Context: an optimization exercise on an open-source flow, tuned for small area, a short achievable clock period and few clock cycles. The choices shown serve that exercise and are no tape-out recipe. Function was checked by simulation only, so behaviour that the tests miss may differ from the original. Power and IR drop assume default switching activity.

== build 46 ==
==> flow/design.v (excerpt) <==
module cpu_top (
    input  logic        clk,
    input  logic        rst,
    input  logic        run,
    input  logic        load_req,
    input  logic [5:0]  load_addr,
    input  logic [31:0] load_instr,
    output logic        load_ack,
    output logic        retire_valid,
    output logic [3:0]  retire_rd,
    output logic [31:0] retire_data
);
    logic                   mem_clr;
    logic                   stall;
    logic                   if_valid;
    logic                   if_uses_b;
    logic [cpu_pkg::IW-2:0] if_instr;
    logic        id_we, id_ld, id_st, id_sum, id_sub, id_and, id_or, id_xor;
    logic [3:0]  id_rd;
    logic [31:0] id_a, id_b;
    logic [5:0]  id_imm6;
    logic [31:0] store_data, alu_result, ld_data;
    logic [7:0]  hit_lo, hit_hi;
    logic        em_we, em_ld, em_st;
    logic [3:0]  em_rd;
    logic [31:0] em_alu, em_sdata;
    logic [7:0]  em_hlo, em_hhi;
    logic        wb_we;
    logic [3:0]  wb_rd;
    logic [31:0] wb_alu, wb_ld, wb_data;
    always_ff @(posedge clk) mem_clr <= rst;
    fetch_stage u_fetch (
        .clk        (clk),
        .rst        (rst),
        .mem_clr    (mem_clr),
        .run        (run),
        .stall      (stall),
        .load_req   (load_req),
        .load_addr  (load_addr),
        .load_instr (load_instr),
        .load_ack   (load_ack),
        .if_valid   (if_valid),
  ...
Size: ~9300 cells after synthesis, about 4500 flip-flops, roughly 80 I/O pins.
==> module memory_stage, before the edit <==
module memory_stage (
    input  logic        clk,
    input  logic        mem_clr,
    input  logic [7:0]  e_lo,       
    input  logic [7:0]  e_hi,
    input  logic        e_re,
    input  logic [7:0]  hit_lo,     
    input  logic [7:0]  hit_hi,
    input  logic        we,
    input  logic [31:0] wdata,
    output logic [31:0] rdata
);
    logic [31:0] dmem [0:cpu_pkg::DMEM_DEPTH-1];
    logic [63:0] dmem_v;
    always_ff @(posedge clk) begin
        for (int g = 0; g < 8; g++) begin
            for (int w = 0; w < 8; w++) begin
                if (we && hit_hi[g] && hit_lo[w]) dmem[8*g + w] <= wdata;
            end
        end
    end
    always_ff @(posedge clk) begin
        for (int g = 0; g < 8; g++) begin
            for (int w = 0; w < 8; w++) begin
                if (mem_clr)                           dmem_v[8*g + w] <= 1'b0;
                else if (we && hit_hi[g] && hit_lo[w]) dmem_v[8*g + w] <= 1'b1;
            end
        end
    end
    logic [63:0] sel;
    always_ff @(posedge clk) begin
        for (int g = 0; g < 8; g++) begin
            for (int w = 0; w < 8; w++) begin
                sel[8*g + w] <= e_re && e_hi[g] && e_lo[w] &&
                                (dmem_v[8*g + w] || (we && hit_hi[g] && hit_lo[w]));
            end
        end
    end
    always_comb begin
        rdata = '0;
        for (int k = 0; k < 64; k++) begin
            rdata = rdata | ({32{sel[k]}} & dmem[k]);
        end
    end
endmodule
==> module cpu_top, before the edit <==
module cpu_top (
    input  logic        clk,
    input  logic        rst,
    input  logic        run,
    input  logic        load_req,
    input  logic [5:0]  load_addr,
    input  logic [31:0] load_instr,
    output logic        load_ack,
    output logic        retire_valid,
    output logic [3:0]  retire_rd,
    output logic [31:0] retire_data
);
    logic                   mem_clr;
    logic                   stall;
    logic                   if_valid;
    logic                   if_uses_b;
    logic [cpu_pkg::IW-2:0] if_instr;
    logic        id_we, id_ld, id_st, id_sum, id_sub, id_and, id_or, id_xor;
    logic [3:0]  id_rd;
    logic [31:0] id_a, id_b;
    logic [5:0]  id_imm6;
    logic [31:0] store_data, alu_result, ld_data;
    logic [7:0]  hit_lo, hit_hi;
    logic        em_we, em_ld, em_st;
    logic [3:0]  em_rd;
    logic [31:0] em_alu, em_sdata;
    logic [7:0]  em_hlo, em_hhi;
    logic        wb_we;
    logic [3:0]  wb_rd;
    logic [31:0] wb_alu, wb_ld, wb_data;
    always_ff @(posedge clk) mem_clr <= rst;
    fetch_stage u_fetch (
        .clk        (clk),
        .rst        (rst),
        .mem_clr    (mem_clr),
        .run        (run),
        .stall      (stall),
        .load_req   (load_req),
        .load_addr  (load_addr),
        .load_instr (load_instr),
        .load_ack   (load_ack),
        .if_valid   (if_valid),
        .if_uses_b  (if_uses_b),
        .if_instr   (if_instr)
    );
    decode_stage u_decode (
        .clk      (clk),
        .rst      (rst),
        .mem_clr  (mem_clr),
        .if_valid (if_valid),
        .if_uses_b(if_uses_b),
        .if_instr (if_instr),
        .ex_data  (alu_result),
        .mem_we   (em_we),
        .mem_rd   (em_rd),
        .mem_is_ld(em_ld),
        .mem_alu  (em_alu),
        .mem_ld   (ld_data),
        .wb_we    (wb_we),
        .wb_rd    (wb_rd),
        .wb_data  (wb_data),
        .stall    (stall),
        .id_we    (id_we),
        .id_rd    (id_rd),
        .id_ld    (id_ld),
        .id_st    (id_st),
        .id_sum   (id_sum),
        .id_sub   (id_sub),
        .id_and   (id_and),
        .id_or    (id_or),
        .id_xor   (id_xor),
        .id_a     (id_a),
        .id_b     (id_b),
        .id_imm6  (id_imm6)
    );
    execute_stage u_execute (
        .a          (id_a),
        .b          (id_b),
        .imm6       (id_imm6),
        .sum        (id_sum),
        .sub        (id_sub),
        .op_and     (id_and),
        .op_or      (id_or),
        .op_xor     (id_xor),
        .store_data (store_data),
        .hit_lo     (hit_lo),
        .hit_hi     (hit_hi),
        .result     (alu_result)
    );
    always_ff @(posedge clk) begin
        if (rst) begin
            em_we <= 1'b0;
            em_st <= 1'b0;
        end else begin
            em_we <= id_we;
            em_st <= id_st;
        end
    end
    always_ff @(posedge clk) begin
        em_ld    <= id_ld;
        em_rd    <= id_rd;
        em_alu   <= alu_result;
        em_sdata <= store_data;
        em_hlo   <= hit_lo;
        em_hhi   <= hit_hi;
    end
    memory_stage u_memory (
        .clk     (clk),
        .mem_clr (mem_clr),
        .e_lo    (hit_lo),
        .e_hi    (hit_hi),
        .e_re    (id_ld),
        .hit_lo  (em_hlo),
        .hit_hi  (em_hhi),
        .we      (em_st),
        .wdata   (em_sdata),
        .rdata   (ld_data)
    );
    always_ff @(posedge clk) begin
        if (rst) wb_we <= 1'b0;
        else     wb_we <= em_we;
    end
    always_ff @(posedge clk) begin
        wb_rd  <= em_rd;
        wb_alu <= em_alu;
        wb_ld  <= ld_data;
    end
    assign wb_data = wb_alu | wb_ld;
    always_ff @(posedge clk) begin
        if (rst) retire_valid <= 1'b0;
        else     retire_valid <= wb_we;
    end
    always_ff @(posedge clk) begin
        retire_rd   <= wb_rd;
        retire_data <= wb_data;
    end
endmodule
Settings: LEC_CHECK=0, CAP_MARGIN=20, CORE_MARGIN=2, CORE_UTILIZATION=50, SETUP_SLACK_MARGIN=3.6, SLEW_MARGIN=20, TNS_END_PERCENT=20; clock period 6.0 ns.
run.sh (not shown) runs the stock make flow with config.mk's settings and CLKGATE_MAP_FILE= SYNTH_SCRIPT=/design/flow/synth_recipe.tcl, a recipe that flattens the netlist after the stock synthesis.
Build 46 was carried through to the last stage, and its layout satisfied the timing, DRC and antenna checks.
Testbench counts of build 46, summed over its fixed seeds: cycles 25,521.
Modified inputs, build 12 compared to build 46
-- flow/design.v --
<<< build 46, line 347
    input  logic        clk,
    input  logic        mem_clr,
    input  logic [7:0]  e_lo,       
    input  logic [7:0]  e_hi,
    input  logic        e_re,
    input  logic [7:0]  hit_lo,     
    input  logic [7:0]  hit_hi,
    input  logic        we,
    input  logic [31:0] wdata,
>>> build 12, line 347
    input  logic        clk,
    input  logic        mem_clr,
    input  logic [7:0]  hit_lo,
    input  logic [7:0]  hit_hi,
    input  logic        re,
    input  logic        we,
    input  logic [31:0] wdata,
<<< build 46, line 373
        end
    end
    logic [63:0] sel;
    always_ff @(posedge clk) begin
        for (int g = 0; g < 8; g++) begin
            for (int w = 0; w < 8; w++) begin
                sel[8*g + w] <= e_re && e_hi[g] && e_lo[w] &&
                                (dmem_v[8*g + w] || (we && hit_hi[g] && hit_lo[w]));
            end
        end
    end
    always_comb begin
        rdata = '0;
        for (int k = 0; k < 64; k++) begin
            rdata = rdata | ({32{sel[k]}} & dmem[k]);
        end
    end
>>> build 12, line 371
        end
    end
    logic [31:0] grp [0:7];
    always_comb begin
        for (int g = 0; g < 8; g++) begin
            grp[g] = '0;
            for (int w = 0; w < 8; w++) begin
                grp[g] = grp[g] | ({32{hit_lo[w] && dmem_v[8*g + w]}} & dmem[8*g + w]);
            end
        end
        rdata = '0;
        for (int g = 0; g < 8; g++) begin
            rdata = rdata | ({32{hit_hi[g] && re}} & grp[g]);
        end
    end
<<< build 46, line 498
        .clk     (clk),
        .mem_clr (mem_clr),
        .e_lo    (hit_lo),
        .e_hi    (hit_hi),
        .e_re    (id_ld),
        .hit_lo  (em_hlo),
        .hit_hi  (em_hhi),
        .we      (em_st),
        .wdata   (em_sdata),
>>> build 12, line 494
        .clk     (clk),
        .mem_clr (mem_clr),
        .hit_lo  (em_hlo),
        .hit_hi  (em_hhi),
        .re      (em_ld),
        .we      (em_st),
        .wdata   (em_sdata),
[summary]
Fraction of layout instances using a drive strength above 1 in build 12 is 3.1 points below build 46.
Sort build 12 and build 46 by number of cells on the critical path asc -> top: build 46
Build 12 vs build 46, overall via count from detail_route went down by 12%.
Build 12 ended up with a lower slack of the critical path than build 46 did.
Build 12 vs. build 46: number of placed instances, taps included went down by 0.72%.
Lower sum of internal, switching and leakage power among build 12 and build 46: build 12
Build 12 gives less fmax than build 46 did.
Testbench counts of build 12, summed over its fixed seeds: cycles 25,521.

separate check: timing with driven ports:
How much do the figures lean on ideal ports? The routed layouts below were timed once more, with nothing changed but the port constraints.
Step 1, drivers: a clkbuf_16 drives clk and a buf_2 each remaining input, both assumed.
Step 2 moves the port delays by t, midway between the first and last clock arrival at a register: inputs arrive t later, outputs are due t later. That takes back most of the time a late clock gives input paths.
a / b / c = no drivers / after step 1 / after step 2; a / b = the first two.
run | t (ns) | setup WS [ns] | hold slack, ns | pins driven straight from the clock port
build 46 | 1.069 | 3.166 / 3.166 / 2.843 | 0.325 / 0.325 / 0.325 | 1
build 12 | 1.036 | 3.038 / 3.038 / 2.891 | 0.303 / 0.303 / 0.303 | 1
After both steps every run listed still meets setup and hold. For build 46, which loses most, drivers alone change the setup slack by 0.000 ns; drivers and shift together by -0.323 ns.
